Source: an optimization exercise on an open RTL-to-GDS flow (aim: small area, a short achievable clock period and few clock cycles per item). Production flows keep margins and buffers that such runs may drop.
At most, simulation tests tie the RTL to the original design; equivalence was not proved.
Function not checked in runs 1, 2, 4 and 5: the RTL went through the layout flow alone.

==> flow/run.sh <==
#!/bin/bash
# synth_recipe.tcl (not shown) runs the flow's synth.tcl, then flattens the netlist and writes it again
# the make line also repeats each setting of config.mk as NAME=value (left out here)
make -C /OpenROAD-flow-scripts/flow DESIGN_CONFIG=/design/flow/config.mk WORK_HOME=/design/flow/orfs CLKGATE_MAP_FILE= SYNTH_SCRIPT=/design/flow/synth_recipe.tcl finish
==> flow/config.mk <==
export PLATFORM = sky130hd
export DESIGN_NAME = minmax_two_level_quantizer_core
export DESIGN_NICKNAME = minmax_two_level_quantizer_core
export VERILOG_FILES = /design/flow/design.v
export SDC_FILE = /design/flow/constraint.sdc
export NUM_CORES = 4
export LEC_CHECK = 0
export ABC_AREA = 1
export CAP_MARGIN = 20
export CORE_MARGIN = 2
export CORE_UTILIZATION = 45
export SETUP_SLACK_MARGIN = 4.8
export SLEW_MARGIN = 20
export TNS_END_PERCENT = 100
==> flow/constraint.sdc <==
create_clock -name core_clock -period 8.5 [get_ports {aclk}]
set_input_delay 1.7000 -clock core_clock [delete_from_list [all_inputs] [get_ports {aclk}]]
set_output_delay 1.7000 -clock core_clock [all_outputs]
set_load 0.01 [all_outputs]
==> flow/design.v <==
package mmq_pkg;
    localparam logic [1:0] MODE_LEARN  = 2'd0;
    localparam logic [1:0] MODE_ENCODE = 2'd1;
    localparam logic [1:0] MODE_DECODE = 2'd2;
    localparam logic [7:0]  CODE_MAX = 8'd254;
    localparam logic [7:0]  CODE_BAD = 8'd255;
endpackage
import mmq_pkg::*;
module minmax_two_level_quantizer_core (
    input  logic               aclk,
    input  logic               aresetn,
    input  logic               s_valid,
    output logic               s_ready,
    input  logic [1:0]         s_mode,
    input  logic               s_first,
    input  logic signed [31:0] s_sample,
    input  logic [7:0]         s_coarse_in,
    input  logic [7:0]         s_fine_in,
    output logic               m_valid,
    input  logic               m_ready,
    output logic [7:0]         m_coarse_code,
    output logic [7:0]         m_fine_code,
    output logic signed [31:0] m_value,
    output logic               m_error
);
    localparam logic [2:0] ST_IDLE = 3'd0;
    localparam logic [2:0] ST_ENC  = 3'd1;
    localparam logic [2:0] ST_DEC  = 3'd2;
    localparam logic [2:0] ST_DF0  = 3'd3;
    localparam logic [2:0] ST_DFIN = 3'd4;
    localparam logic [19:0] DIV = 20'd65025;
    logic [2:0]         st_reg;
    logic [5:0]         cnt_reg;
    logic               ei_reg;
    logic               ecin_reg;
    logic signed [31:0] lo_reg, hi_reg;
    logic [39:0]        rem_reg;
    logic [31:0]        x_reg;
    logic [15:0]        p_reg;
    logic [17:0]        p3_reg;
    logic               dfst_reg;
    logic               k_reg;
    logic               fl_reg;
    logic               err_reg;
    logic               mv_reg;
    logic               vsel_reg;
    logic               csel_reg;
    logic [2:0]         st_next;
    logic [5:0]         cnt_next;
    logic               ei_next;
    logic               ecin_next;
    logic signed [31:0] lo_next, hi_next;
    logic [39:0]        rem_next;
    logic [31:0]        x_next;
    logic [15:0]        p_next;
    logic               dfst_next;
    logic               k_next;
    logic               fl_next;
    logic               err_next;
    logic               mv_next;
    logic               vsel_next;
    logic               csel_next;
    logic               idle, accept;
    logic               below, above;
    logic [32:0]        off_w;
    logic [15:0]        pair_w;
    assign idle    = (st_reg == ST_IDLE);
    assign s_ready = idle && (!mv_reg || m_ready);
    assign accept  = s_valid && s_ready;
    assign off_w   = {s_sample[31], s_sample} - {lo_reg[31], lo_reg};
    assign below   = off_w[32];
    assign above   = s_sample > hi_reg;
    logic          eq_lo, eq_hi, rz;
    assign eq_lo   = (s_sample == lo_reg);
    assign eq_hi   = (s_sample == hi_reg);
    assign rz      = (hi_reg == lo_reg);
    assign pair_w  = ({s_coarse_in, 8'b0} - {8'b0, s_coarse_in}) + {8'b0, s_fine_in};
    logic        rinv;
    logic [31:0] ra_w, rb_w;
    logic        rcin;
    logic [31:0] rs_w;
    logic [31:0] rq_w;
    assign rinv = (st_reg == ST_DEC) || (st_reg == ST_DF0) || (st_reg == ST_DFIN);
    assign ra_w = rinv ? ~x_reg : hi_reg;
    assign rb_w = (st_reg == ST_DEC || st_reg == ST_DF0) ? {29'd0, k_reg, 2'b00} : lo_reg;
    assign rcin = !((st_reg == ST_DFIN) && fl_reg);
    assign rs_w = ra_w + ~rb_w + {31'd0, rcin};
    assign rq_w = rinv ? ~rs_w : rs_w;
    logic [32:0] ea_w, eb_w;
    logic [33:0] es_w;
    logic        efit;
    logic [31:0] estep_w;
    assign ea_w    = ei_reg ? {1'b0, rem_reg[31:0]} : {rem_reg[31:0], p_reg[7]};
    assign eb_w    = ei_reg ? {9'b0, rem_reg[31:8]} : {1'b0, x_reg};
    assign es_w    = {1'b0, ea_w} + {1'b1, ~eb_w} + {33'b0, ecin_reg};
    assign efit    = !es_w[33];
    assign estep_w = (efit || ei_reg) ? es_w[31:0] : ea_w[31:0];
    logic [19:0] da0, da1, da2, ds1, dk1, dm, ds2, dk2;
    logic [7:0]  de;
    logic [2:0]  dd;
    always_comb begin
        da0 = {rem_reg[17:0], 2'b00};
        da1 = {rem_reg[37:20], 2'b00};
        case (x_reg[31:30])
            2'd0: da2 = 20'd0;
            2'd1: da2 = {4'd0, p_reg};
            2'd2: da2 = {3'd0, p_reg, 1'b0};
            default: da2 = {2'd0, p3_reg};
        endcase
        de  = da0[19:12] + da1[19:12] + da2[19:12];
        dd  = de[7] ? 3'd0 : de[6:4];
        ds1 = da0 ^ da1 ^ da2;
        dk1 = {(da0[18:0] & da1[18:0]) | (da0[18:0] & da2[18:0]) | (da1[18:0] & da2[18:0]), 1'b0};
        case (dd)
            3'd0: dm = 20'd0;
            3'd1: dm = 20'(-20'd65025);
            3'd2: dm = 20'(-20'd130050);
            3'd3: dm = 20'(-20'd195075);
            3'd4: dm = 20'(-20'd260100);
            3'd5: dm = 20'(-20'd325125);
            3'd6: dm = 20'(-20'd390150);
            default: dm = 20'(-20'd455175);
        endcase
        ds2 = ds1 ^ dk1 ^ dm;
        dk2 = {(ds1[18:0] & dk1[18:0]) | (ds1[18:0] & dm[18:0]) | (dk1[18:0] & dm[18:0]), 1'b0};
    end
    logic [19:0] dr_w;
    logic        dz, dskip8, dskip4;
    assign dr_w   = rem_reg[19:0] + rem_reg[39:20];
    assign dz     = (rem_reg == 40'd0);
    assign dskip8 = dz && (x_reg[31:24] == 8'd0) && (cnt_reg <= 6'd24);
    assign dskip4 = dz && (x_reg[31:28] == 4'd0) && (cnt_reg <= 6'd28);
    always_comb begin
        st_next   = st_reg;
        cnt_next  = cnt_reg;
        ei_next   = 1'b0;
        ecin_next = 1'b1;
        lo_next   = lo_reg;
        hi_next   = hi_reg;
        rem_next  = rem_reg;
        x_next    = x_reg;
        p_next    = p_reg;
        dfst_next = 1'b0;
        k_next    = k_reg;
        fl_next   = fl_reg;
        err_next  = err_reg;
        mv_next   = mv_reg && !m_ready;
        vsel_next = vsel_reg;
        csel_next = csel_reg;
        case (st_reg)
            ST_IDLE: begin
                cnt_next  = '0;
                ei_next   = 1'b1;
                ecin_next = (s_sample[7:0] == lo_reg[7:0]);
                rem_next  = s_mode[1] ? 40'd0 : {8'd0, off_w[31:0]};
                dfst_next = 1'b1;
                k_next    = 1'b0;
                fl_next   = 1'b0;
                if (s_ready) begin
                    x_next = rq_w;
                    p_next = s_mode[1] ? pair_w : {CODE_MAX, 8'd0};
                end
                if (accept) begin
                    err_next  = 1'b0;
                    mv_next   = 1'b1;
                    vsel_next = 1'b0;
                    csel_next = 1'b0;
                    case (s_mode)
                        MODE_LEARN: begin
                            if (s_first) begin
                                lo_next = s_sample;
                                hi_next = s_sample;
                            end else begin
                                if (below) lo_next = s_sample;
                                if (above) hi_next = s_sample;
                            end
                        end
                        MODE_ENCODE: begin
                            if (below || above) begin
                                err_next = 1'b1;
                            end else if (eq_hi && !eq_lo) begin
                                csel_next = 1'b1;
                            end else if (!eq_lo) begin
                                mv_next  = 1'b0;
                                st_next  = ST_ENC;
                            end
                        end
                        MODE_DECODE: begin
                            if (s_coarse_in == CODE_BAD) begin
                                err_next = 1'b1;
                            end else begin
                                mv_next  = 1'b0;
                                st_next  = rz ? ST_DFIN : ST_DEC;
                            end
                        end
                        default: begin
                            err_next = 1'b1;
                        end
                    endcase
                end
            end
            ST_ENC: begin
                cnt_next = cnt_reg + 6'd1;
                ei_next  = (cnt_reg == 6'd8);
                if (cnt_reg == 6'd8)
                    ecin_next = efit ? (es_w[7:0] == 8'd0) : (ea_w[7:0] == 8'd0);
                rem_next = {8'd0, estep_w};
                if (ei_reg) begin
                    p_next = {(cnt_reg[3] && p_reg[7:0] == CODE_BAD) ? CODE_MAX : p_reg[7:0],
                              8'(-rem_reg[7:0])};
                end else begin
                    p_next = {p_reg[15:8], p_reg[6:0], efit};
                end
                if (cnt_reg == 6'd17) begin
                    mv_next   = 1'b1;
                    csel_next = 1'b1;
                    st_next   = ST_IDLE;
                end
            end
            ST_DEC: begin
                if (dskip8) begin
                    cnt_next = cnt_reg + 6'd8;
                    x_next   = {rq_w[23:0], 8'b0};
                    k_next   = 1'b0;
                end else if (dskip4) begin
                    cnt_next = cnt_reg + 6'd4;
                    x_next   = {rq_w[27:0], 4'b0};
                    k_next   = 1'b0;
                end else if (!dfst_reg) begin
                    cnt_next = cnt_reg + 6'd2;
                    rem_next = {dk2, ds2};
                    x_next   = {rq_w[29:0], dd[1:0]};
                    k_next   = dd[2];
                end
                if (cnt_next == 6'd32) st_next = ST_DF0;
            end
            ST_DF0: begin
                x_next  = rq_w;
                fl_next = (dr_w >= DIV);
                st_next = ST_DFIN;
            end
            default: begin  
                x_next    = rq_w;
                mv_next   = 1'b1;
                vsel_next = 1'b1;
                st_next   = ST_IDLE;
            end
        endcase
    end
    always_ff @(posedge aclk) begin
        if (!aresetn) begin
            st_reg <= ST_IDLE;
            lo_reg <= '0;
            hi_reg <= '0;
            mv_reg <= 1'b0;
        end else begin
            st_reg <= st_next;
            lo_reg <= lo_next;
            hi_reg <= hi_next;
            mv_reg <= mv_next;
        end
        cnt_reg  <= cnt_next;
        ei_reg   <= ei_next;
        ecin_reg <= ecin_next;
        rem_reg  <= rem_next;
        x_reg    <= x_next;
        p_reg    <= p_next;
        p3_reg   <= {1'b0, p_reg, 1'b0} + {2'b0, p_reg};
        dfst_reg <= dfst_next;
        k_reg    <= k_next;
        fl_reg   <= fl_next;
        err_reg  <= err_next;
        vsel_reg <= vsel_next;
        csel_reg <= csel_next;
    end
    assign m_valid       = mv_reg;
    assign m_coarse_code = p_reg[15:8] & {8{csel_reg}};
    assign m_fine_code   = p_reg[7:0] & {8{csel_reg}};
    assign m_value       = x_reg & {32{vsel_reg}};
    assign m_error       = err_reg;
endmodule
==> notes.md, run 1 <==
- The clock sink total is ~190.
- The area added between synthesis and finish is 25.46%.
- CTS placed an instance of sky130_fd_sc_hd__clkbuf_16 at the clock tree root.
- The H-tree depth reported by CTS is 4.
- The fraction of layout cells with a size suffix above 1 is 15.19%.
- The sequential-to-total area share from yosys stat is a little under a quarter.
- The synthesized net count is 3472.
- Along the worst path, the maximum fanout reaches 9.
- The first-pass GRT wire length is 141200 um.
- The final routed DRC violation total is 0.
- The final number of hold-violating endpoints is 0.
- In this run the tightest slew margin relative to its limit is 28.46%.
- The count of inserted antenna diode cells is 0.
- The global placement routability congestion is 1.067.
- In this run the tool buffered the top-level ports with 105 buffer cells.
- Setup violations remaining at the end of the flow were counted as 0.
- The die boundary height is ~220 um.
- Clock tree synthesis inserted a total of 17 buffers.
- The worst hold slack is approximately 0.45 ns.
- After detailed routing, the wire length on met1 is 37360 um.
- The average wire per cell in the routed design is 24.32 um.
- The fmax is 0.2169 GHz.
- The pin count of the biggest net entering global routing is 67.
- The mean instance size in the synthesized netlist is 6.639 um^2.
- The final critical delay including setup and external delays is 4.610 ns.
- The number of antenna violations at the first check in global routing is 1.
- The floorplan core area is 46460 um^2.
- Counting flops with a built-in enable in the synthesized netlist gives 99.
- The clock arrives with around 0.016 ns of skew.
- The startpoint class of the critical path is a register.
- The count of different cell masters after synthesis is 55.
- Among all stages on the critical path, the largest delay is contributed by sky130_fd_sc_hd__fa_2.
- The max-slew violation count is 0.
- The uppermost layer routed is met5.
- The signal on the critical path passes through buf_6, buf_12, nand2_8, clkinv_4, a22o_1, fa_1, ha_1, a21oi_1, o211ai_1, xor2_2, buf_6, nand3_4, inv_4, buf_6, ha_4, nor2_4, nand2_4, o22a_1, fa_2, or2_4, nand3_2.
- Once detail routing completed, the nets flagged for antenna violations numbered 0.
- The floorplan has a little under 80 rows.
- The critical path's top delay family is adder cells.
- The die covers 48680 um^2.
- The wire length reported by the detailed router is about 97000 um.
- The filler cells instantiated in the layout total approximately 4500.
- The type of the most critical hold path is reg -> reg.
- Dividing the detail-routed via count by the number of cells gives 6.003.
- The number of max-capacitance violations reported is 0.
- TritonCTS built the clock tree.
- STA classifies the critical path endpoint as a register.
- The via count of the first global-routing pass is 22810.
- The register with the most flip-flops in the layout has 40 of them.
- The amount of wire on met2 after detailed routing is 43540 um.
- The layout net count is 3662.
- The post-CTS clock slew at the launch and capture registers of the worst setup and hold paths is roughly 0.080 ns.
- After routing, the total negative slack on setup checks comes to 0 ns.
- The detailed router placed 23960 vias in this run.
- Global routing finished with a remaining overflow of 0.
- In this design, the stage delay of the slowest critical-path cell is 0.54 ns.
- The total of flip-flops plus latches after synthesis is ~190.
- The combined area of all synthesized cells is 21120 um^2.
- The critical path contains buffers and inverters numbering 6 combined.
- Across every metal layer, demand over resource in global routing totals 39.32%.
- By startpoint and endpoint, the worst setup path is classified as reg -> reg.
- After technology mapping, the gate count stands at 3181.
- The required arrival time at the worst endpoint is 8.71 ns.
- The most frequent standard cell in the layout excluding fill and tap cells is sky130_fd_sc_hd__nand2_1.
- The count of pins on the block boundary is 106.
- Of the available clock period, the critical path in the final layout requires 54.24%.
- Data arrives at the worst endpoint at just under 5 ns.
- The starting density of the core is 45.46%.
- In the layout the commonest cells are sky130_fd_sc_hd__nand2_1, sky130_fd_sc_hd__inv_1, sky130_fd_sc_hd__a21oi_1.
- The number of optimization iterations in the first detailed-route pass is 6.
- The sum of net half-perimeters after detailed placement is 73450 um.
- The run finished with no timing, DRC or antenna violations.
- The share of async-settable or async-resettable flops after synthesis is 0%.
- The most numerous cell on the critical path is sky130_fd_sc_hd__buf_6.
- Clock latency on the worst-skew pair, taken at its later pin, is 0.49 ns.
- Among all flip-flop cells after synthesis, the most frequent one is sky130_fd_sc_hd__edfxtp_1.
- Setup repair after global routing could not meet its margin everywhere.
- The number of DRC markers after the initial detailed-route iteration is 2500.
- The transition time of the tightest slew-check pin is 1.062 ns.
- Summed over all nets, wire length on met3 after detailed routing comes to about 8800 um.
- The Yosys warning count is 1.
- The die is about 220 um wide.
- Counting along the longest clock path gives a buffer depth of 2.
[per-stage QoR]
step	instance area [um^2]	std cells	utilization (%)	setup slack, ns
finish	26500	3991	57.03	3.890
CTS	25430	3941	54.75	3.912
detailed placement	22820	3822	49.11	2.906
floorplan	21320	3181	-	4.289
global placement	22820	3822	49.11	2.962
global route	26500	3991	57.03	3.728
[kinds of logic after synthesis]
kind of cell	synth area share (%)
AO/OA/AOI/OAI	21.16
flip-flops	22.51
adder cells (fa/ha/maj)	15.30
AND/OR/NAND/NOR	25.25
XOR/XNOR	5.433
buffers and inverters	10.34
[Yosys cell counts (3+ instances only)]
| master | instances | area (um^2) |
|---|---|---|
| sky130_fd_sc_hd__a211oi_1 | 6 | 45.04 |
| sky130_fd_sc_hd__a21boi_0 | 13 | 97.59 |
| sky130_fd_sc_hd__a21o_1 | 18 | 135.1 |
| sky130_fd_sc_hd__a21oi_1 | 320 | 1602 |
| sky130_fd_sc_hd__a22oi_1 | 3 | 22.52 |
| sky130_fd_sc_hd__a31oi_1 | 11 | 68.82 |
| sky130_fd_sc_hd__buf_1 | 6 | 22.52 |
| sky130_fd_sc_hd__buf_2 | 12 | 60.06 |
| sky130_fd_sc_hd__buf_4 | 5 | 37.54 |
| sky130_fd_sc_hd__buf_6 | 6 | 67.56 |
| sky130_fd_sc_hd__clkbuf_1 | 52 | 195.2 |
| sky130_fd_sc_hd__dfxtp_1 | 89 | 1782 |
| sky130_fd_sc_hd__edfxtp_1 | 99 | 2973 |
| sky130_fd_sc_hd__fa_1 | 37 | 740.7 |
| sky130_fd_sc_hd__ha_1 | 199 | 2490 |
| sky130_fd_sc_hd__inv_1 | 463 | 1738 |
| sky130_fd_sc_hd__inv_2 | 10 | 37.54 |
| sky130_fd_sc_hd__nand2_1 | 708 | 2658 |
| sky130_fd_sc_hd__nand2_2 | 6 | 37.54 |
| sky130_fd_sc_hd__nand3_1 | 160 | 800.8 |
| sky130_fd_sc_hd__nand3_2 | 3 | 30.03 |
| sky130_fd_sc_hd__nand3b_1 | 16 | 120.1 |
| sky130_fd_sc_hd__nand4_1 | 46 | 287.8 |
| sky130_fd_sc_hd__nor2_1 | 262 | 983.4 |
| sky130_fd_sc_hd__nor2_2 | 10 | 62.56 |
| sky130_fd_sc_hd__nor3_1 | 32 | 160.2 |
| sky130_fd_sc_hd__nor4_1 | 9 | 56.30 |
| sky130_fd_sc_hd__o211ai_1 | 30 | 225.2 |
| sky130_fd_sc_hd__o21a_1 | 30 | 225.2 |
| sky130_fd_sc_hd__o21ai_0 | 279 | 1396 |
| sky130_fd_sc_hd__o21ai_1 | 12 | 60.06 |
| sky130_fd_sc_hd__o21bai_1 | 14 | 105.1 |
| sky130_fd_sc_hd__o221ai_1 | 21 | 183.9 |
| sky130_fd_sc_hd__o22ai_1 | 21 | 131.4 |
| sky130_fd_sc_hd__o32ai_1 | 3 | 26.28 |
| sky130_fd_sc_hd__or2_2 | 13 | 81.33 |
| sky130_fd_sc_hd__xnor2_1 | 73 | 639.4 |
| sky130_fd_sc_hd__xor2_1 | 58 | 508.0 |
[layer usage]
layer  global-route usage (%)  vias to the layer above
met1                    47.76                    11290
met4                    24.84                        2
met5                        0                        -
met2                    63.40                     1314
met3                    8.399                      337
li1                         -                    11020
[area by class of cell]
cell class	instances	area, um^2	area share [%]
Sequential cell	188	4770	18.00
Clock inverter	15	202.7	0.7650
Inverter	476	1829	6.904
Clock buffer	17	425.4	1.606
Timing Repair inverter	2	13.76	0.05195
Multi-Input combinational cell	2436	15810	59.68
Tap cell	607	759.5	2.866
Timing Repair Buffer	250	2684	10.13
[path summary, 6_finish.rpt]
kind	startpoint	endpoint	slack [ns]	cells after the start
worst max register to register	x_reg[30]	rem_reg[11]	3.89	21
worst max-delay path	x_reg[30]	rem_reg[11]	3.89	21
worst min-delay path	p_reg[0]	p3_reg[0]	0.45	0
worst min register to register	p_reg[0]	p3_reg[0]	0.45	0
[what timing repair did]
item                       4_1_cts  5_1_grt
setup buffers                   73       46
hold buffers                     0        0
cloned                          14        4
pin swaps                       66       83
setup endpoints to repair      182      169
resized for setup              286      179
==> run 2: changes to the inputs <==
--- a/flow/design.v
+++ b/flow/design.v
@@ -40,4 +40,6 @@
     logic [17:0]        p3_reg;
     logic               dfst_reg;
+    logic [3:0]         vo_reg;
+    logic [7:0]         est_reg;
     logic               k_reg;
     logic               fl_reg;
@@ -55,4 +57,6 @@
     logic [15:0]        p_next;
     logic               dfst_next;
+    logic [3:0]         vo_next;
+    logic [7:0]         est_next;
     logic               k_next;
     logic               fl_next;
@@ -97,17 +101,14 @@
     assign estep_w = (efit || ei_reg) ? es_w[31:0] : ea_w[31:0];
     logic [19:0] da0, da1, da2, ds1, dk1, dm, ds2, dk2;
-    logic [7:0]  de;
     logic [2:0]  dd;
+    logic [17:0] p3_w;
+    assign p3_w = {1'b0, p_reg, 1'b0} + {2'b0, p_reg};
     always_comb begin
         da0 = {rem_reg[17:0], 2'b00};
         da1 = {rem_reg[37:20], 2'b00};
-        case (x_reg[31:30])
-            2'd0: da2 = 20'd0;
-            2'd1: da2 = {4'd0, p_reg};
-            2'd2: da2 = {3'd0, p_reg, 1'b0};
-            default: da2 = {2'd0, p3_reg};
-        endcase
-        de  = da0[19:12] + da1[19:12] + da2[19:12];
-        dd  = de[7] ? 3'd0 : de[6:4];
+        da2 = ({20{vo_reg[1]}} & {4'd0, p_reg})
+            | ({20{vo_reg[2]}} & {3'd0, p_reg, 1'b0})
+            | ({20{vo_reg[3]}} & {2'd0, p3_reg});
+        dd  = est_reg[7] ? 3'd0 : est_reg[6:4];
         ds1 = da0 ^ da1 ^ da2;
         dk1 = {(da0[18:0] & da1[18:0]) | (da0[18:0] & da2[18:0]) | (da1[18:0] & da2[18:0]), 1'b0};
@@ -125,10 +126,23 @@
         dk2 = {(ds1[18:0] & dk1[18:0]) | (ds1[18:0] & dm[18:0]) | (dk1[18:0] & dm[18:0]), 1'b0};
     end
+    logic [1:0]  dvs_w, dvn_w;
+    logic [7:0]  dev_w, dest_w;
+    assign dvs_w  = x_reg[29:28] + {1'b0, k_reg && (&x_reg[27:2])};
+    function automatic logic [7:0] vtop(input logic [1:0] v, input logic [15:0] p,
+                                        input logic [17:0] p3);
+        case (v)
+            2'd0: vtop = 8'd0;
+            2'd1: vtop = {4'd0, p[15:12]};
+            2'd2: vtop = {3'd0, p[15:11]};
+            default: vtop = {2'd0, p3[17:12]};
+        endcase
+    endfunction
+    assign dest_w = {ds2[17:10]} + {dk2[17:10]} + vtop(dvs_w, p_reg, p3_reg);
     logic [19:0] dr_w;
     logic        dz, dskip8, dskip4;
     assign dr_w   = rem_reg[19:0] + rem_reg[39:20];
     assign dz     = (rem_reg == 40'd0);
-    assign dskip8 = dz && (x_reg[31:24] == 8'd0) && (cnt_reg <= 6'd24);
-    assign dskip4 = dz && (x_reg[31:28] == 4'd0) && (cnt_reg <= 6'd28);
+    assign dskip8 = dz && !k_reg && (x_reg[31:24] == 8'd0) && (cnt_reg <= 6'd24);
+    assign dskip4 = dz && !k_reg && (x_reg[31:28] == 4'd0) && (cnt_reg <= 6'd28);
     always_comb begin
         st_next   = st_reg;
@@ -142,4 +156,7 @@
         p_next    = p_reg;
         dfst_next = 1'b0;
+        vo_next   = vo_reg;
+        est_next  = est_reg;
+        dvn_w     = 2'd0;
         k_next    = k_reg;
         fl_next   = fl_reg;
@@ -221,10 +238,10 @@
                 if (dskip8) begin
                     cnt_next = cnt_reg + 6'd8;
-                    x_next   = {rq_w[23:0], 8'b0};
-                    k_next   = 1'b0;
+                    x_next   = {x_reg[23:0], 8'b0};
+                    dvn_w    = x_reg[23:22];
                 end else if (dskip4) begin
                     cnt_next = cnt_reg + 6'd4;
-                    x_next   = {rq_w[27:0], 4'b0};
-                    k_next   = 1'b0;
+                    x_next   = {x_reg[27:0], 4'b0};
+                    dvn_w    = x_reg[27:26];
                 end else if (!dfst_reg) begin
                     cnt_next = cnt_reg + 6'd2;
@@ -232,5 +249,11 @@
                     x_next   = {rq_w[29:0], dd[1:0]};
                     k_next   = dd[2];
-                end
+                    dvn_w    = dvs_w;
+                end else begin
+                    dvn_w    = x_reg[31:30];
+                end
+                vo_next = 4'b0001 << dvn_w;
+                if (!dskip8 && !dskip4 && !dfst_reg) est_next = dest_w;
+                else est_next = vtop(dvn_w, p_reg, p3_w);
                 if (cnt_next == 6'd32) st_next = ST_DF0;
             end
@@ -266,6 +289,8 @@
         x_reg    <= x_next;
         p_reg    <= p_next;
-        p3_reg   <= {1'b0, p_reg, 1'b0} + {2'b0, p_reg};
+        p3_reg   <= p3_w;
         dfst_reg <= dfst_next;
+        vo_reg   <= vo_next;
+        est_reg  <= est_next;
         k_reg    <= k_next;
         fl_reg   <= fl_next;
==> notes.md, run 2 <==
- The flow ran to the end and the layout has no timing, DRC or antenna violations.
- The final number of hold-violating endpoints came to 0.
- In this run the tool buffered the top-level ports with 105 buffer cells.
- The startpoint class of the critical path is a register.
- Global routing used 37.42% of the available tracks.
- The via count of the first global-routing pass is approximately 22000.
- The number of antenna violations at the first check in global routing is 3.
- The number of DRC markers after the initial detailed-route iteration is 2851.
- The via count is 24360.
- CTS built an H-tree with a depth of 4.
- By area the synthesized netlist is led by sky130_fd_sc_hd__edfxtp_1, sky130_fd_sc_hd__nand2_1, sky130_fd_sc_hd__ha_1.
- TritonCTS built the clock tree.
- The mean instance size in the synthesized netlist is ~6.7 um^2.
- The average wire per cell in the routed design is 23.95 um.
- The floorplan step set the die width to around 220 um.
- The die area is 50560 um^2.
- Clock tree synthesis selected as its root buffer the cell sky130_fd_sc_hd__clkbuf_16.
- After detailed routing, the total wire length is 96820 um.
- The max-slew violation count is 0.
- For the pin with the worst max-slew slack, the measured transition is about 0.8 ns.
- Summed over all nets, the half-perimeter wirelength after detailed placement is roughly 74000 um.
- Setup violations remaining at the end of the flow were counted as 0.
- The register with the most flip-flops in the layout has 40 of them.
- In the layout the commonest cells are sky130_fd_sc_hd__nand2_1, sky130_fd_sc_hd__inv_1, sky130_fd_sc_hd__a21oi_1.
- Leaving out fill and tap cells, the most frequent cell in the layout is sky130_fd_sc_hd__nand2_1.
- Counting flops with an async set or reset pin after synthesis yields a share of 0%.
- STA puts the critical path data required time at 8.76 ns.
- The detailed-route vias per instance is 6.026.
- The layout net count is 3710.
- The first global-routing pass estimated 139600 um of wire.
- Across the run, the number of max-cap violations was 0.
- The final routed DRC violation total is 0.
- The worst-case setup margin in the final layout is 4.712 ns.
- After clock tree synthesis, the clock-pin slew on the worst setup and hold paths is around 0.09 ns.
- For this configuration, the core starts out at a cell density of 45.78%.
- The final design utilization is 54.79%.
- Static timing analysis puts the maximum clock frequency at 0.2640 GHz.
- The Yosys warning count is 1.
- The largest fanout of any net on the critical path is 4.
- The cell area that synthesis handed to floorplanning was 21950 um^2.
- The number of buffers inserted during clock tree synthesis is 17.
- The total global routing overflow is 0.
- For this design, the CTS-stage hold fixing added 0 buffers.
- The area growth from synthesis to layout is 19.66%.
- The fraction of layout cells with a size suffix above 1 is 12.88%.
- The total of flip-flops plus latches after synthesis is slightly below 200.
- The worst hold slack is 0.4856 ns.
- The sequential cells in the finished layout cover a total of a little under 5000 um^2.
- For the final database, setup skew stands at about 0.021 ns.
- The type of the most critical hold path is reg -> reg.
- Row generation in the floorplan step produced 80 rows.
- The critical setup path kind is reg -> reg.
- Setup repair after global routing could not meet its margin everywhere.
- The synthesized net count is ~3600.
- The die boundary height is ~220 um.
- The count of different cell masters after synthesis is 63.
- The clock latency of the later-clocked register in the worst-skew pair is 0.52 ns.
- The sequential-to-total area share from yosys stat is 22.62%.
- After synthesis, the largest area contributor takes up 14.50% of total cell area.
- At the placement stage, the worst setup path has a slack of 2.970 ns.
- The synthesized design contains 106 enable-type register cells.
- The pin count of the biggest net entering global routing is 68.
- The area of combinational cells with multiple inputs is 16200 um^2.
- The floorplan core area is 47950 um^2.
- The count of pins on the block boundary is about 110.
- The clock drives 195 sinks.
- The final critical delay including setup and external delays is 3.788 ns.
- Before antenna repair, the detailed router went through 6 iterations.
- In the finished design, the share of the clock period the worst path needs comes to 44.57%.
- The congestion estimate from routability-driven global placement came to between 1 and 1.5.
- The most instantiated flip-flop cell in the synthesis netlist is sky130_fd_sc_hd__edfxtp_1.
- In the final timing run, aggregate negative setup slack is 0 ns.
- The number of instances in the synthesized netlist is around 3300.
- After synthesis, the most frequently instantiated cells are sky130_fd_sc_hd__nand2_1, sky130_fd_sc_hd__inv_1, sky130_fd_sc_hd__a21oi_1.
- In this run the deepest clock path goes through 2 buffers.
- The remaining number of nets flagged by the antenna check after routing is 0.
- Data arrives at the worst endpoint at 4.05 ns.
- The endpoint kind of the worst setup timing path is a register.
- Headroom to the max-slew limit came out at 45.01%.
- The most frequent cell after synthesis is sky130_fd_sc_hd__nand2_1.
- The cell type with the highest aggregate area in the netlist is sky130_fd_sc_hd__edfxtp_1.
- After filler insertion, the fill cell instance count of the layout stands at 4796.
[run 2: cell types whose count changed in the layout (fill, tap and decap cells not counted), sizes merged, moves of 7 or more]
| cell | before | now |
|---|---|---|
| buf | 137 | 88 |
| o221ai | 21 | 12 |
| clkbuf | 31 | 22 |
| inv | 478 | 465 |
| xnor2 | 73 | 61 |
| o22ai | 21 | 7 |
| xor2 | 58 | 77 |
| a22o | 1 | 8 |
| nand2 | 715 | 778 |
| a21oi | 322 | 337 |
| nor2 | 274 | 267 |
| edfxtp | 99 | 106 |
[run 2: area by class of cell]
cell class                 instances  share of cell area, %
multi-input combinational       2538                  61.67
sequential                       195                  18.94
timing repair buffer             195                  7.354
inverter                         464                  6.802
tap                              615                  2.929
clock buffer                      18                  1.634
clock inverter                    14                 0.6287
antenna                            3                0.02858
timing repair inverter             1                0.01429
[run 2: per-layer routing]
metal	track usage, %	vias to the layer above	part of all wire (%)
li1	-	11250	-
met1	53.73	11520	44
met2	53.70	1384	41
met3	8.465	211	11
met4	15.49	2	4.0
met5	0	-	0.013
[run 2: critical path: stages, from the launching register on]
cell	delay [ns]
sky130_fd_sc_hd__edfxtp_1	0.43
sky130_fd_sc_hd__clkinvlp_4	0.20
sky130_fd_sc_hd__nor4_2	0.17
sky130_fd_sc_hd__nand4_1	0.18
sky130_fd_sc_hd__nor4_4	0.26
sky130_fd_sc_hd__ha_2	0.27
sky130_fd_sc_hd__inv_2	0.04
sky130_fd_sc_hd__nand2_2	0.07
sky130_fd_sc_hd__nand2_4	0.10
sky130_fd_sc_hd__nor2_4	0.15
sky130_fd_sc_hd__inv_2	0.06
sky130_fd_sc_hd__o22ai_2	0.10
sky130_fd_sc_hd__inv_2	0.06
sky130_fd_sc_hd__fa_1	0.50
sky130_fd_sc_hd__inv_2	0.05
sky130_fd_sc_hd__ha_4	0.26
sky130_fd_sc_hd__a21oi_4	0.15
sky130_fd_sc_hd__nor2_2	0.05
sky130_fd_sc_hd__a211oi_2	0.22
sky130_fd_sc_hd__nand2_1	0.07
sky130_fd_sc_hd__nand2_1	0.06
sky130_fd_sc_hd__a21oi_1	0.06
[run 2: per-stage QoR]
step | instance area [um^2] | cells
after floorplan | 21960 | 3274
after global routing | 26260 | 4040
final | 26270 | 4043
after detailed placement | 23470 | 3919
after global placement | 23470 | 3919
after CTS | 25350 | 3993
[run 2: path summary, 6_finish.rpt]
kind,from,endpoint,slack [ns],cells after the start
min,p_reg[0],p3_reg[0],0.49,0
max reg2reg,x_reg[17],est_reg[7],4.71,21
min reg2reg,p_reg[0],p3_reg[0],0.49,0
max,x_reg[17],est_reg[7],4.71,21
[run 2: repair_timing]
item	CTS	global route
pin swaps	34	50
gates cloned	13	3
setup buffers	29	44
setup endpoints to repair	144	156
resized for setup	271	154
[run 2: kinds of logic (layout without fill, tap and decap cells)]
group | after synthesis | in the layout | synth area share (%)
other | 0 | 3 | 0
XOR/XNOR | 138 | 138 | 5.609
flip-flops | 195 | 195 | 22.62
AND/OR/NAND/NOR | 1335 | 1344 | 25.84
AO/OA/AOI/OAI | 813 | 813 | 20.80
adder cells (fa/ha/maj) | 243 | 243 | 15.29
buffers and inverters | 550 | 692 | 9.838
==> run 3: changes to the inputs <==
--- a/flow/design.v
+++ b/flow/design.v
@@ -141,5 +141,5 @@
     logic [19:0] dr_w;
     logic        dz, dskip8, dskip4;
-    assign dr_w   = rem_reg[19:0] + rem_reg[39:20];
+    assign dr_w   = rem_reg[19:0] + rem_reg[39:20] + 20'(-20'd65025);
     assign dz     = (rem_reg == 40'd0);
     assign dskip8 = dz && !k_reg && (x_reg[31:24] == 8'd0) && (cnt_reg <= 6'd24);
@@ -260,5 +260,5 @@
             ST_DF0: begin
                 x_next  = rq_w;
-                fl_next = (dr_w >= DIV);
+                fl_next = !dr_w[19];
                 st_next = ST_DFIN;
             end
==> notes.md, run 3 <==
- The worst-case setup margin in the final layout is ~4.7 ns.
- The endpoint kind of the worst setup timing path is a register.
- The detailed-route vias per instance is ~6.
- In this run, distinct cell masters in the synthesized netlist total 67.
- The worst path needs 3.787 ns of the cycle, external delays included.
- The worst setup path is of the reg -> reg kind.
- Derived from the worst setup path, the maximum achievable clock frequency is 0.2640 GHz.
- The run finished with no timing, DRC or antenna violations.
- The fraction of layout cells with a size suffix above 1 is about 17%.
- After synthesis the cells add up to 21490 um^2.
- The first global-routing pass estimated 137800 um of wire.
- The most common cell in the synthesized netlist is sky130_fd_sc_hd__nand2_1.
- Walking the worst path, the cells encountered are nand2_2, nor3_4, nand4_1, nor4_2, ha_2, nand2_2, nand2_4, nor2_4, buf_6, a221oi_4, fa_1, inv_2, ha_4, nand2_2, nand2_2, nand2_1, nand2_1, or2_0, nand3b_1, nand2_1.
- The area added between synthesis and finish is 23.66%.
- For met1 alone, demand over resource in global routing was 53.36%.
- Counting flops and latches in the post-synthesis netlist gives 195.
- 106 I/O pins were placed.
- The instance count along the most critical hold path is 0.
- The most frequent standard cell in the layout excluding fill and tap cells is sky130_fd_sc_hd__nand2_1.
- The floorplan core area is 47450 um^2.
- TritonCTS built the clock tree.
- The average wire per cell in the routed design is around 24 um.
- The root buffer selected by CTS is sky130_fd_sc_hd__clkbuf_16.
- Sequential elements use 23.10% of the synthesized area.
- Summed over all failing endpoints, the final setup total negative slack is 0 ns.
- For met2 alone, demand over resource in global routing was 55.42%.
- For this run, the slowest stage of the critical path takes about 0.52 ns.
- The top cell type by area accounts for 14.81% of the synthesized area.
- The global router's overall resource usage is 37.35%.
- Counting flops with an async set or reset pin after synthesis yields a share of 0%.
- The wire length reported by the detailed router is 95760 um.
- The logic depth of the worst register-to-register path is 20.
- The clock net in this run drives a total of 195 sinks.
- The synthesized design spends more area on one cell type than any other, namely sky130_fd_sc_hd__edfxtp_1.
- The count of inserted antenna diode cells is 0.
- Max-cap violations in this run came to 0.
- The floorplan step defined a die boundary enclosing 49530 um^2.
- Once detail routing completed, the nets flagged for antenna violations numbered 0.
- The initial utilization of the core area, before any placement, comes to between 40% and 50%.
- The most congested layer reported by global routing is met2.
- Fill cells in the final layout number 4532.
- The layout net count is 3660.
- The required arrival time at the worst endpoint is 8.77 ns.
- The arrival time at the worst endpoint is approximately 4 ns.
- Before CTS, the worst setup slack after placement is about 3.5 ns.
- The detailed router placed between 20000 and 25000 vias in this run.
- The final critical-path share of the clock period is 44.56%.
- The tightest hold path in the finished design has a slack of about 0.45 ns.
- The setup violation total in the final timing report is 0.
- Global routing finished with a remaining overflow of 0.
- The cell with the largest stage delay on the worst path is sky130_fd_sc_hd__edfxtp_1.
- In the final layout, the multi-input gates occupy 15870 um^2.
- The area taken by flip-flops and latches is about 5000 um^2.
- Setup repair after global routing could not meet its margin everywhere.
- Routability-driven placement finished with a final weighted congestion of 1.032.
- The H-tree depth reported by CTS is 4.
- The number of antenna violations at the first check in global routing is 3.
- The final routed DRC violation total is 0.
- The register with the most flip-flops in the layout has 40 of them.
- For this run, the number of Yosys warnings is 1.
- The most numerous cell on the critical path is sky130_fd_sc_hd__nand2_2.
- The largest fanout of any net on the critical path is 6.
- The commonest cells after synthesis are sky130_fd_sc_hd__nand2_1, sky130_fd_sc_hd__inv_1, sky130_fd_sc_hd__a21oi_1.
- The startpoint class of the critical path is a register.
- The mean instance size in the synthesized netlist is 6.823 um^2.
- The count of input and output buffers is 105.
- The post-CTS clock slew at the launch and capture registers of the worst setup and hold paths is 0.08 ns.
- For met3 alone, demand over resource in global routing was 7.855%.
- The number of optimization iterations in the first detailed-route pass is 6.
- Yosys mapped a number of flops with a built-in enable equal to between 100 and 150.
- The width of the die is ~220 um.
- The post-route non-filler standard cell count is 3974.
- The later pin in the worst-skew pair is clocked with a latency of 0.51 ns.
- The number of cell rows is 80.
- In the layout the commonest cells are sky130_fd_sc_hd__nand2_1, sky130_fd_sc_hd__inv_1, sky130_fd_sc_hd__a21oi_1.
- The via count of the first global-routing pass came to 21880.
- The final number of hold-violating endpoints is 0.
- The die boundary height is between 200 and 250 um.
- The worst pin sits at a relative slew slack of 41.54%.
- Across the routed clock network, the largest skew measured is ~0.018 ns.
- The number of instances in the placed design is 3795.
- The tightest min-delay check is of the reg -> reg type.
- Entering global routing, the biggest net connects 82 pins.
- The clock passes through at most 2 buffers.
- The number of buffers inserted during clock tree synthesis is 17.
- Counting every net in the synthesized netlist gives around 3500.
- The max-slew violation count is 0.
- Detailed placement ended at an HPWL of 72240 um.
- In this run, the number of DRC markers left after iteration 0 of detailed routing was 2956.
- The post-cts hold buffer count is 0.
- Synthesis produced a netlist whose cell count is 3150.
- The most used flip-flop cell after synthesis is sky130_fd_sc_hd__edfxtp_1.
- By area the synthesized netlist is led by sky130_fd_sc_hd__edfxtp_1, sky130_fd_sc_hd__ha_1, sky130_fd_sc_hd__nand2_1.
- The transition time of the tightest slew-check pin is 0.8770 ns.
## run 3: changes by cell type after synthesis, sizes merged, moves of 12 or more
cell,previous run,this run
nand2,769,710
nor2,267,253
xnor2,61,37
ha,201,219
nand3,165,135
a21oi,337,325
buf,30,43
clkbuf,56,43
## run 3: logic make-up after synthesis
group / after synthesis / share of synthesized area [%]
AO/OA/AOI/OAI: 791 / 20.77
XOR/XNOR: 120 / 4.960
adder cells (fa/ha/maj): 259 / 16.47
buffers and inverters: 559 / 10.14
flip-flops: 195 / 23.10
AND/OR/NAND/NOR: 1226 / 24.56
## run 3: final timing paths
check             from          to  slack, ns
max          x_reg[27]  est_reg[4]       4.71
min           p_reg[0]   p3_reg[0]       0.45
max reg2reg  x_reg[27]  est_reg[4]       4.71
min reg2reg   p_reg[0]   p3_reg[0]       0.45
## run 3: metrics by stage
stage,cell area [um^2],utilization (%)
floorplan,21550,-
global placement,23060,48.60
detailed placement,23060,48.60
CTS,25420,53.58
global route,26580,56.02
finish,26580,56.02
## run 3: timing repair
item / CTS / global route
buffers inserted: 85 / 47
pin swaps: 37 / 73
setup endpoints to repair: 178 / 132
cloned: 9 / 6
gates resized for setup: 242 / 240
## run 3: final cells by class
type	count	area share, %
repair buffers	262	9.745
well taps	615	2.895
repair inverters	1	0.01883
inverters	473	6.779
multi-input cells	2396	59.70
clock inverters	13	0.4143
clock buffers	19	1.709
flip-flops and latches	195	18.74
## run 3: critical path: cells and delay by family (launching register included)
family	cells	cell delay [ns]
AOI/OAI and AO/OA	1	0.31
adders and majority gates	3	0.91
buffers and inverters	2	0.21
DFF	1	0.52
and+or+nand+nor	14	1.57
## run 3: layer usage
| metal | vias to the layer above | part of all wire [%] |
|---|---|---|
| li1 | 10940 | - |
| met5 | - | 0.028 |
| met2 | 1252 | 42 |
| met3 | 200 | 10 |
| met1 | 11310 | 44 |
| met4 | 4 | 3.8 |
Testbench counts of run 3, summed over its fixed seeds: cycles 36,113, items 3,840.
==> run 4: changes to the inputs <==
--- a/flow/design.v
+++ b/flow/design.v
@@ -27,5 +27,4 @@
     localparam logic [2:0] ST_ENC  = 3'd1;
     localparam logic [2:0] ST_DEC  = 3'd2;
-    localparam logic [2:0] ST_DF0  = 3'd3;
     localparam logic [2:0] ST_DFIN = 3'd4;
     localparam logic [19:0] DIV = 20'd65025;
@@ -42,5 +41,4 @@
     logic [3:0]         vo_reg;
     logic [7:0]         est_reg;
-    logic               k_reg;
     logic               fl_reg;
     logic               err_reg;
@@ -59,5 +57,4 @@
     logic [3:0]         vo_next;
     logic [7:0]         est_next;
-    logic               k_next;
     logic               fl_next;
     logic               err_next;
@@ -85,7 +82,7 @@
     logic [31:0] rs_w;
     logic [31:0] rq_w;
-    assign rinv = (st_reg == ST_DEC) || (st_reg == ST_DF0) || (st_reg == ST_DFIN);
+    assign rinv = (st_reg == ST_DEC) || (st_reg == ST_DFIN);
     assign ra_w = rinv ? ~x_reg : hi_reg;
-    assign rb_w = (st_reg == ST_DEC || st_reg == ST_DF0) ? {29'd0, k_reg, 2'b00} : lo_reg;
+    assign rb_w = (st_reg == ST_DEC) ? 32'd1 : lo_reg;
     assign rcin = !((st_reg == ST_DFIN) && fl_reg);
     assign rs_w = ra_w + ~rb_w + {31'd0, rcin};
@@ -128,5 +125,5 @@
     logic [1:0]  dvs_w, dvn_w;
     logic [7:0]  dev_w, dest_w;
-    assign dvs_w  = x_reg[29:28] + {1'b0, k_reg && (&x_reg[27:2])};
+    assign dvs_w  = x_reg[29:28] + {1'b0, dd[2] && (&x_reg[27:0])};
     function automatic logic [7:0] vtop(input logic [1:0] v, input logic [15:0] p,
                                         input logic [17:0] p3);
@@ -141,8 +138,8 @@
     logic [19:0] dr_w;
     logic        dz, dskip8, dskip4;
-    assign dr_w   = rem_reg[19:0] + rem_reg[39:20] + 20'(-20'd65025);
+    assign dr_w   = ds2 + dk2 + 20'(-20'd65025);
     assign dz     = (rem_reg == 40'd0);
-    assign dskip8 = dz && !k_reg && (x_reg[31:24] == 8'd0) && (cnt_reg <= 6'd24);
-    assign dskip4 = dz && !k_reg && (x_reg[31:28] == 4'd0) && (cnt_reg <= 6'd28);
+    assign dskip8 = dz && (x_reg[31:24] == 8'd0) && (cnt_reg <= 6'd24);
+    assign dskip4 = dz && (x_reg[31:28] == 4'd0) && (cnt_reg <= 6'd28);
     always_comb begin
         st_next   = st_reg;
@@ -159,5 +156,4 @@
         est_next  = est_reg;
         dvn_w     = 2'd0;
-        k_next    = k_reg;
         fl_next   = fl_reg;
         err_next  = err_reg;
@@ -172,5 +168,4 @@
                 rem_next  = s_mode[1] ? 40'd0 : {8'd0, off_w[31:0]};
                 dfst_next = 1'b1;
-                k_next    = 1'b0;
                 fl_next   = 1'b0;
                 if (s_ready) begin
@@ -247,6 +242,6 @@
                     cnt_next = cnt_reg + 6'd2;
                     rem_next = {dk2, ds2};
-                    x_next   = {rq_w[29:0], dd[1:0]};
-                    k_next   = dd[2];
+                    x_next   = {dd[2] ? rq_w[29:0] : x_reg[29:0], dd[1:0]};
+                    fl_next  = !dr_w[19];
                     dvn_w    = dvs_w;
                 end else begin
@@ -256,10 +251,5 @@
                 if (!dskip8 && !dskip4 && !dfst_reg) est_next = dest_w;
                 else est_next = vtop(dvn_w, p_reg, p3_w);
-                if (cnt_next == 6'd32) st_next = ST_DF0;
-            end
-            ST_DF0: begin
-                x_next  = rq_w;
-                fl_next = !dr_w[19];
-                st_next = ST_DFIN;
+                if (cnt_next == 6'd32) st_next = ST_DFIN;
             end
             default: begin  
@@ -293,5 +283,4 @@
         vo_reg   <= vo_next;
         est_reg  <= est_next;
-        k_reg    <= k_next;
         fl_reg   <= fl_next;
         err_reg  <= err_next;
==> notes.md, run 4 <==
- The setup violation total in the final timing report is 0.
- The count of pins on the block boundary is 106.
- The starting density of the core is between 40% and 50%.
- The run finished with no timing, DRC or antenna violations.
- The startpoint class of the critical path is a register.
- The flip-flop count of the largest register after layout is 40.
- The instance count along the most critical hold path is 0.
- The number of max-capacitance violations reported is 0.
- The post-CTS clock slew at the launch and capture registers of the worst setup and hold paths is 0.09 ns.
- The endpoint kind of the worst setup timing path is a register.
- The sum of net half-perimeters after detailed placement is between 70000 and 80000 um.
- The worst slew slack as a fraction of its limit is 19.42%.
- The synthesized design spends more area on one cell type than any other, namely sky130_fd_sc_hd__edfxtp_1.
- The count of nets left with antenna violations once routing finished came out at 0.
- The share of async-settable or async-resettable flops after synthesis is 0%.
- The detailed-route vias per instance is 6.093.
- From bottom edge to top edge, the die measures approximately 220 um.
- The number of antenna violations at the first check in global routing is 4.
- Across every metal layer, demand over resource in global routing totals 38.50%.
- On the worst path, the slowest cell contributes a delay of 0.52 ns.
- The worst setup skew after layout is 0.01540 ns.
- Clock latency on the worst-skew pair, taken at its later pin, is ~0.52 ns.
- Of all nets on the critical path, the largest fanout is 5.
- After detailed routing, the average wire length per cell comes to 24.64 um.
- In the synthesized netlist, the cells that appear most often are sky130_fd_sc_hd__nand2_1, sky130_fd_sc_hd__inv_1, sky130_fd_sc_hd__a21oi_1.
- The number of optimization iterations in the first detailed-route pass is 8.
- Walking the worst path, the cells encountered are buf_6, a22o_1, fa_1, fa_1, ha_4, inv_1, ha_1, nand4_1, nor3_4, o2111ai_2, o2111ai_2, o21ai_1, a21oi_1.
- After synthesis, the cell types taking the most area are sky130_fd_sc_hd__edfxtp_1, sky130_fd_sc_hd__ha_1, sky130_fd_sc_hd__nand2_1.
- The cell with the largest stage delay on the worst path is sky130_fd_sc_hd__fa_1.
- The synthesized netlist occupies a cell area of 21890 um^2.
- No sink is reached through more buffers than the 2 on the longest clock path.
- The area added between synthesis and finish is 24.65%.
- The logic depth of the worst register-to-register path is 13.
- The transition time of the tightest slew-check pin is 1.199 ns.
- Setup repair after global routing could not meet its margin everywhere.
- Counting every instance in the synthesized netlist gives ~3300.
- The via count of the first global-routing pass is 22740.
- The worst setup path is of the reg -> reg kind.
- The total of fill cells in the finished design is 4626.
- The endpoint of the worst hold path is p3_reg[0].
- The number of flops mapped to enable cells by yosys is 105.
- The Yosys warning count is 1.
- The worst register-to-register path begins at vo_reg[2].
- The worst-case setup margin in the final layout is 4.504 ns.
- The floorplan has 80 rows.
- The slack of the worst reg-to-reg path is 4.50 ns.
- By instance count, the leading cell after synthesis is sky130_fd_sc_hd__nand2_1.
- The CTS tree is built.
- The final design utilization is 57.03%.
- In the final design database the tool counted 3755 nets.
- Summed over its instances, the top area cell type makes up 14.40% of the synthesized netlist area.
- In this run the worst hold path is classified as reg -> reg.
- Buffers placed on the I/O ports in this run total approximately 110.
- The number of DRC markers after the initial detailed-route iteration is 3085.
- Before CTS, the worst setup slack after placement is around 3.2 ns.
- The routed design could run at a clock period as short as 3.996 ns.
- Static timing analysis puts the maximum clock frequency at between 0.2 and 0.3 GHz.
- The library cells used most frequently in the layout, excluding fill and tap cells, are sky130_fd_sc_hd__nand2_1, sky130_fd_sc_hd__inv_1, sky130_fd_sc_hd__a21oi_1.
- The global placement routability congestion is 1.025.
- The final number of hold-violating endpoints is 0.
- The die area is 50420 um^2.
- The total global routing overflow is 0.
- Entering global routing, the biggest net connects between 60 and 70 pins.
- When the netlist entered floorplanning its net count stood at roughly 3600.
- The final sum of negative setup slack is 0 ns.
- The H-tree depth reported by CTS is 4.
- The max-slew violation count was 0.
- The width of the die is 224.6 um.
- The worst register-to-register path ends at fl_reg.
- The first-pass GRT wire length is 143900 um.
- The required arrival time at the worst endpoint is 8.86 ns.
- Clock tree synthesis found a total of 194 sinks.
- The fraction of layout cells with a size suffix above 1 is 15.72%.
- The number of buffers inserted during clock tree synthesis is 17.
- Each instance of the synthesized netlist takes up on average ~6.7 um^2.
- The root buffer cell chosen for the clock tree is sky130_fd_sc_hd__clkbuf_16.
- The most instantiated flip-flop cell in the synthesis netlist is sky130_fd_sc_hd__edfxtp_1.
- The number of hold buffers added after CTS was 0.
- For this run, the register share of the synthesized area comes to 22.54%.
- The routed layout has 24810 vias.
- The total of flip-flops plus latches after synthesis is 194.
- The floorplan core area is 47850 um^2.
- The most frequent standard cell in the layout excluding fill and tap cells is sky130_fd_sc_hd__nand2_1.
- After detailed routing, the number of remaining DRC violations is 0.
- The wire length reported by the detailed router is 100300 um.
- The startpoint of the worst hold path is p_reg[0].
- The number of different library cells used by synthesis comes to 66.
- For the worst setup path, the data arrival time is 4.35 ns.
- The final critical-path share of the clock period is a little under half.
[run 4: changes by cell type after synthesis, sizes merged, moves of 8 or more]
| cell | delta |
|---|---|
| inv | +43 |
| xnor2 | +30 |
| xor2 | -26 |
| a21oi | -22 |
| nand2 | +19 |
| nand3 | +15 |
| clkbuf | +13 |
| o211ai | +11 |
| o31ai | +10 |
| a21boi | -8 |
| a31oi | +8 |
| nand4 | -8 |
| or2 | -8 |
[run 4: layout make-up]
cell class                      count  area (um^2)  share of cell area (%)
Sequential cell                   194         4947                   18.13
Clock buffer                       18        450.4                   1.651
Tap cell                          615        769.5                   2.820
Timing Repair Buffer              253         2415                   8.850
Inverter                          516         2004                   7.346
Clock inverter                     14        172.7                  0.6328
Antenna cell                        1        2.502                0.009171
Multi-Input combinational cell   2460        16520                   60.56
[run 4: logic make-up after synthesis]
kind of cell / after synthesis / synth area share (%)
xor+xnor: 124 / 4.961
simple gates: 1244 / 24.21
flops: 194 / 22.54
compound gates: 821 / 21.44
fa+ha+maj: 258 / 16.12
buf+inv: 610 / 10.72
[run 4: worst max-delay path by stage]
stage | from | to | slack, ns | cells after the start
after floorplan | s_sample[0] | rem_reg[30] | 4.72 | 17
after global placement | s_sample[0] | lo_reg[17] | 3.29 | 19
after detailed placement | s_sample[0] | lo_reg[17] | 3.20 | 19
after CTS | est_reg[7] | fl_reg | 4.66 | 20
after global routing | vo_reg[2] | fl_reg | 4.50 | 13
final | vo_reg[2] | fl_reg | 4.50 | 13
[run 4: per-layer routing]
metal	wire length (um)	up-vias	GRT usage (%)
met2	42930	1503	58.32
met1	40890	11820	52.48
met4	4427	4	15.66
met5	18	-	0
met3	12050	233	9.419
li1	-	11240	-
[run 4: per-stage QoR]
step / area (um^2) / std cells / hold WS (ns)
floorplan: 21980 / 3251 / 0.4158
finish: 27280 / 4071 / 0.4815
global route: 27280 / 4070 / 0.5103
CTS: 26070 / 4018 / 0.4868
detailed placement: 23490 / 3888 / 0.4661
global placement: 23480 / 3887 / 0.4680
[run 4: what timing repair did]
action | 4_1_cts | 5_1_grt
pin swaps | 71 | 84
setup buffers | 84 | 47
resized for setup | 304 | 221
endpoints found under the setup margin | 182 | 133
cloned | 14 | 5
[run 4: critical path, delay by kind of cell, from the launching register on]
kind | cells | cell delay, ns
adder cells (fa/ha/maj) | 4 | 1.63
buffers and inverters | 2 | 0.24
AO/OA/AOI/OAI | 5 | 0.98
flip-flops | 1 | 0.51
AND/OR/NAND/NOR | 2 | 0.49
==> run 5: changes to the inputs <==
--- a/flow/config.mk
+++ b/flow/config.mk
@@ -7,8 +7,8 @@
 export LEC_CHECK = 0
 export ABC_AREA = 1
-export CAP_MARGIN = 20
+export CAP_MARGIN = 5
 export CORE_MARGIN = 2
 export CORE_UTILIZATION = 45
 export SETUP_SLACK_MARGIN = 4.8
-export SLEW_MARGIN = 20
+export SLEW_MARGIN = 5
 export TNS_END_PERCENT = 100
==> notes.md, run 5 <==
- The number of nets in the synthesized netlist is ~3600.
- The fraction of layout cells with a size suffix above 1 is 15.23%.
- For this run, design rule violations remaining after detail routing come to 0.
- The width of the die is 224.6 um.
- The final number of hold-violating endpoints is 0.
- The layout net count is 3754.
- The area of placed instances is 23480 um^2.
- The H-tree generated during clock tree synthesis spans 4 levels.
- In this run the most critical hold path is launched from p_reg[0].
- For this run, the number of Yosys warnings is 1.
- Global routing used between 30% and 40% of the available tracks.
- The setup violation total in the final timing report is 0.
- During placement, the flow inserted port buffers numbering approximately 110.
- The worst setup skew after layout is 0.01258 ns.
- The count of different cell masters after synthesis is 66.
- The starting density of the core is a little under half.
- The number of clock buffers added by TritonCTS is 17.
- STA puts the critical path data arrival time at 4.17 ns.
- The cell type with the highest aggregate area in the netlist is sky130_fd_sc_hd__edfxtp_1.
- The CTS tree is built.
- Using the TritonRoute via totals, the vias-per-cell ratio works out to 6.037.
- In this run, the number of DRC markers left after iteration 0 of detailed routing was ~3000.
- The flip-flop count of the largest register after layout is 40.
- The via count of the first global-routing pass came to 22580.
- Setup repair after global routing could not meet its margin everywhere.
- The most frequent cell after synthesis is sky130_fd_sc_hd__nand2_1.
- The flow ran to the end and the layout has no timing, DRC or antenna violations.
- Clock-pin slew was measured on the worst setup and hold paths at 0.09 ns.
- The largest individual stage delay along the critical path comes from the cell sky130_fd_sc_hd__edfxtp_1.
- Summed over all nets, the half-perimeter wirelength after detailed placement is between 70000 and 80000 um.
- Counting along the longest clock path gives a buffer depth of 2.
- The first global-routing pass estimated 143400 um of wire.
- The logic depth of the worst register-to-register path is 21.
- In this run, synthesis produced a sequential element count of 194.
- The first detailed-routing pass ran for 8 iterations.
- The top cell type by area accounts for 14.40% of the synthesized area.
- The final critical delay including setup and external delays is 3.895 ns.
- The die boundary height is 224.6 um.
- The slack of the worst reg-to-reg path is 4.60 ns.
- The area added between synthesis and finish is 23.74%.
- The final design utilization is 56.61%.
- The floorplan step defined a die boundary enclosing 50420 um^2.
- The most numerous cell on the critical path is sky130_fd_sc_hd__nand2_2.
- The sequential-to-total area share from yosys stat is 22.54%.
- In the finished design, the share of the clock period the worst path needs comes to 45.83%.
- Across the run, the number of max-cap violations was 0.
- Measured against its own limit, the worst slew margin works out to 16.95%.
- Entering global routing, the biggest net connects 68 pins.
- The most instantiated flip-flop cell in the synthesis netlist is sky130_fd_sc_hd__edfxtp_1.
- The number of instances in the synthesized netlist is 3251.
- The most frequent standard cell in the layout excluding fill and tap cells is sky130_fd_sc_hd__nand2_1.
- The largest fanout of any net on the critical path is 4.
- The share of async-settable or async-resettable flops after synthesis is 0%.
- The congestion estimate from routability-driven global placement came to roughly 1.0.
- The worst setup path is of the reg -> reg kind.
- After detailed routing, the average wire length per cell comes to 24.52 um.
- The worst setup path is launched from a register.
- Ranked by total cell area, the synthesized netlist is headed by sky130_fd_sc_hd__edfxtp_1, sky130_fd_sc_hd__ha_1, sky130_fd_sc_hd__nand2_1.
- Clock tree synthesis selected as its root buffer the cell sky130_fd_sc_hd__clkbuf_16.
- The synthesized design contains 105 enable-type register cells.
- The instance count along the most critical hold path is 0.
- The fmax is between 0.2 and 0.3 GHz.
- Clock latency on the worst-skew pair, taken at its later pin, is 0.52 ns.
- The end of the worst register-to-register path is est_reg[7].
- The floorplan core area is 47850 um^2.
- The final sum of negative setup slack is 0 ns.
- The worst hold path terminates at p3_reg[0].
- The longest individual stage delay on the worst path is 0.49 ns.
- The remaining number of nets flagged by the antenna check after routing is 0.
- The final instance area is 27090 um^2.
- Row generation in the floorplan step produced 80 rows.
- The max-slew violation count is 0.
- The signal on the critical path passes through inv_1, nor4_1, nand4_1, nor2_2, ha_2, or2_4, nand2_4, nor2_4, nand2_1, nand3_2, fa_1, ha_1, nand2_2, o21bai_4, nand2_2, nand2_2, nand2_2, nand2_2, nand2_4, a21oi_2, nor2_1.
- Clock tree synthesis found a total of roughly 190 sinks.
- The transition time of the tightest slew-check pin is 1.236 ns.
- The worst register-to-register path begins at x_reg[1].
- The endpoint kind of the worst setup timing path is a register.
- The mean instance size in the synthesized netlist is 6.733 um^2.
- The type of the most critical hold path is reg -> reg.
- The number of antenna violations at the first check in global routing came to 3.
- The required arrival time at the worst endpoint is 8.78 ns.
- The synthesized netlist occupies a cell area of 21890 um^2.
- Leaving out fill and tap cells, the most frequent cells in the layout are sky130_fd_sc_hd__nand2_1, sky130_fd_sc_hd__inv_1, sky130_fd_sc_hd__a21oi_1.
- Wires add up to approximately 100000 um.
- Global routing finished with a remaining overflow of 0.
- For this block, the via count after detailed routing is 24570.
- In the synthesized netlist, the cells that appear most often are sky130_fd_sc_hd__nand2_1, sky130_fd_sc_hd__inv_1, sky130_fd_sc_hd__a21oi_1.
- The count of pins on the block boundary is 106.
## run 5: kinds of logic after synthesis
| group | Yosys count | synth area share, % |
|---|---|---|
| XOR/XNOR | 124 | 4.961 |
| flip-flops | 194 | 22.54 |
| adder cells (fa/ha/maj) | 258 | 16.12 |
| buffers and inverters | 610 | 10.72 |
| AO/OA/AOI/OAI | 821 | 21.44 |
| AND/OR/NAND/NOR | 1244 | 24.21 |
## run 5: worst max-delay path: cells and delay by family, from the launching register on
kind | cells | cell delay (ns)
buffers and inverters | 1 | 0.18
DFF | 1 | 0.49
and+or+nand+nor | 15 | 1.71
AOI/OAI and AO/OA | 2 | 0.28
adders and majority gates | 3 | 0.98
## run 5: stage by stage
stage	hold WS, ns	worst slack, ns	instances
finish	0.4964	4.605	4070
detailed placement	0.4670	3.217	3887
CTS	0.4869	4.598	4013
global placement	0.4680	3.288	3887
global route	0.5050	4.512	4069
floorplan	0.4158	4.721	3251
## run 5: layout make-up
class / count / area (um^2)
Fill cell: 4706 / 20760
Multi-Input combinational cell: 2461 / 16460
Sequential cell: 194 / 4947
Timing Repair Buffer: 251 / 2300
Inverter: 516 / 2001
Tap cell: 615 / 769.5
Clock buffer: 18 / 450.4
Clock inverter: 14 / 161.4
Antenna cell: 1 / 2.502
## run 5: routing by layer
layer | share of wire (%) | track usage, % | up-vias
met3 | 11 | 9.092 | 230
met1 | 41 | 52.28 | 11650
li1 | - | - | 11270
met4 | 4.1 | 14.06 | 6
met2 | 43 | 58.90 | 1420
met5 | 0.066 | 0 | -
## run 5: worst max-delay path by stage
stage,start,to,slack (ns),cells after the start
finish,x_reg[1],est_reg[7],4.60,21
CTS,est_reg[7],est_reg[7],4.60,26
detailed placement,s_sample[0],lo_reg[17],3.22,19
global route,est_reg[7],fl_reg,4.51,20
global placement,s_sample[0],lo_reg[17],3.29,19
floorplan,s_sample[0],rem_reg[30],4.72,17
## run 5: repair_timing
item	in CTS	in global routing
gates cloned	12	6
setup buffers	82	50
hold buffers	0	0
resized for setup	308	188
setup endpoints to repair	181	136
pin swaps	78	91

-- separate check: timing with driven ports --
How much do the figures lean on ideal ports? The routed layouts below were timed once more, with nothing changed but the port constraints.
Step 1, drivers: a clkbuf_16 drives aclk and a buf_2 each remaining input, both assumed.
Step 2 moves the port delays by t, midway between the first and last clock arrival at a register: inputs arrive t later, outputs are due t later. That takes back most of the time a late clock gives input paths.
a / b / c = no drivers / after step 1 / after step 2; a / b = the first two.
| run | t, ns | setup slack, ns | hold WS [ns] | clock arrival spread, ns | cell pins on the clock port's net |
|---|---|---|---|---|---|
| run 1 | 0.537 | 3.890 / 3.890 / 3.890 | 0.454 / 0.454 / 0.454 | 0.017 / 0.016 | 1 |
| run 2 | 0.573 | 4.712 / 4.693 / 4.206 | 0.486 / 0.486 / 0.486 | 0.021 / 0.022 | 1 |
| run 3 | 0.566 | 4.713 / 4.703 / 4.332 | 0.452 / 0.452 / 0.452 | 0.018 / 0.018 | 1 |
| run 4 | 0.575 | 4.504 / 4.504 / 4.298 | 0.481 / 0.481 / 0.481 | 0.016 / 0.015 | 1 |
| run 5 | 0.569 | 4.605 / 4.605 / 4.307 | 0.496 / 0.496 / 0.496 | 0.012 / 0.012 | 1 |
After both steps setup and hold are still met in every run listed. For run 2, which loses most, drivers alone change the setup slack by -0.019 ns; drivers and shift together by -0.506 ns.
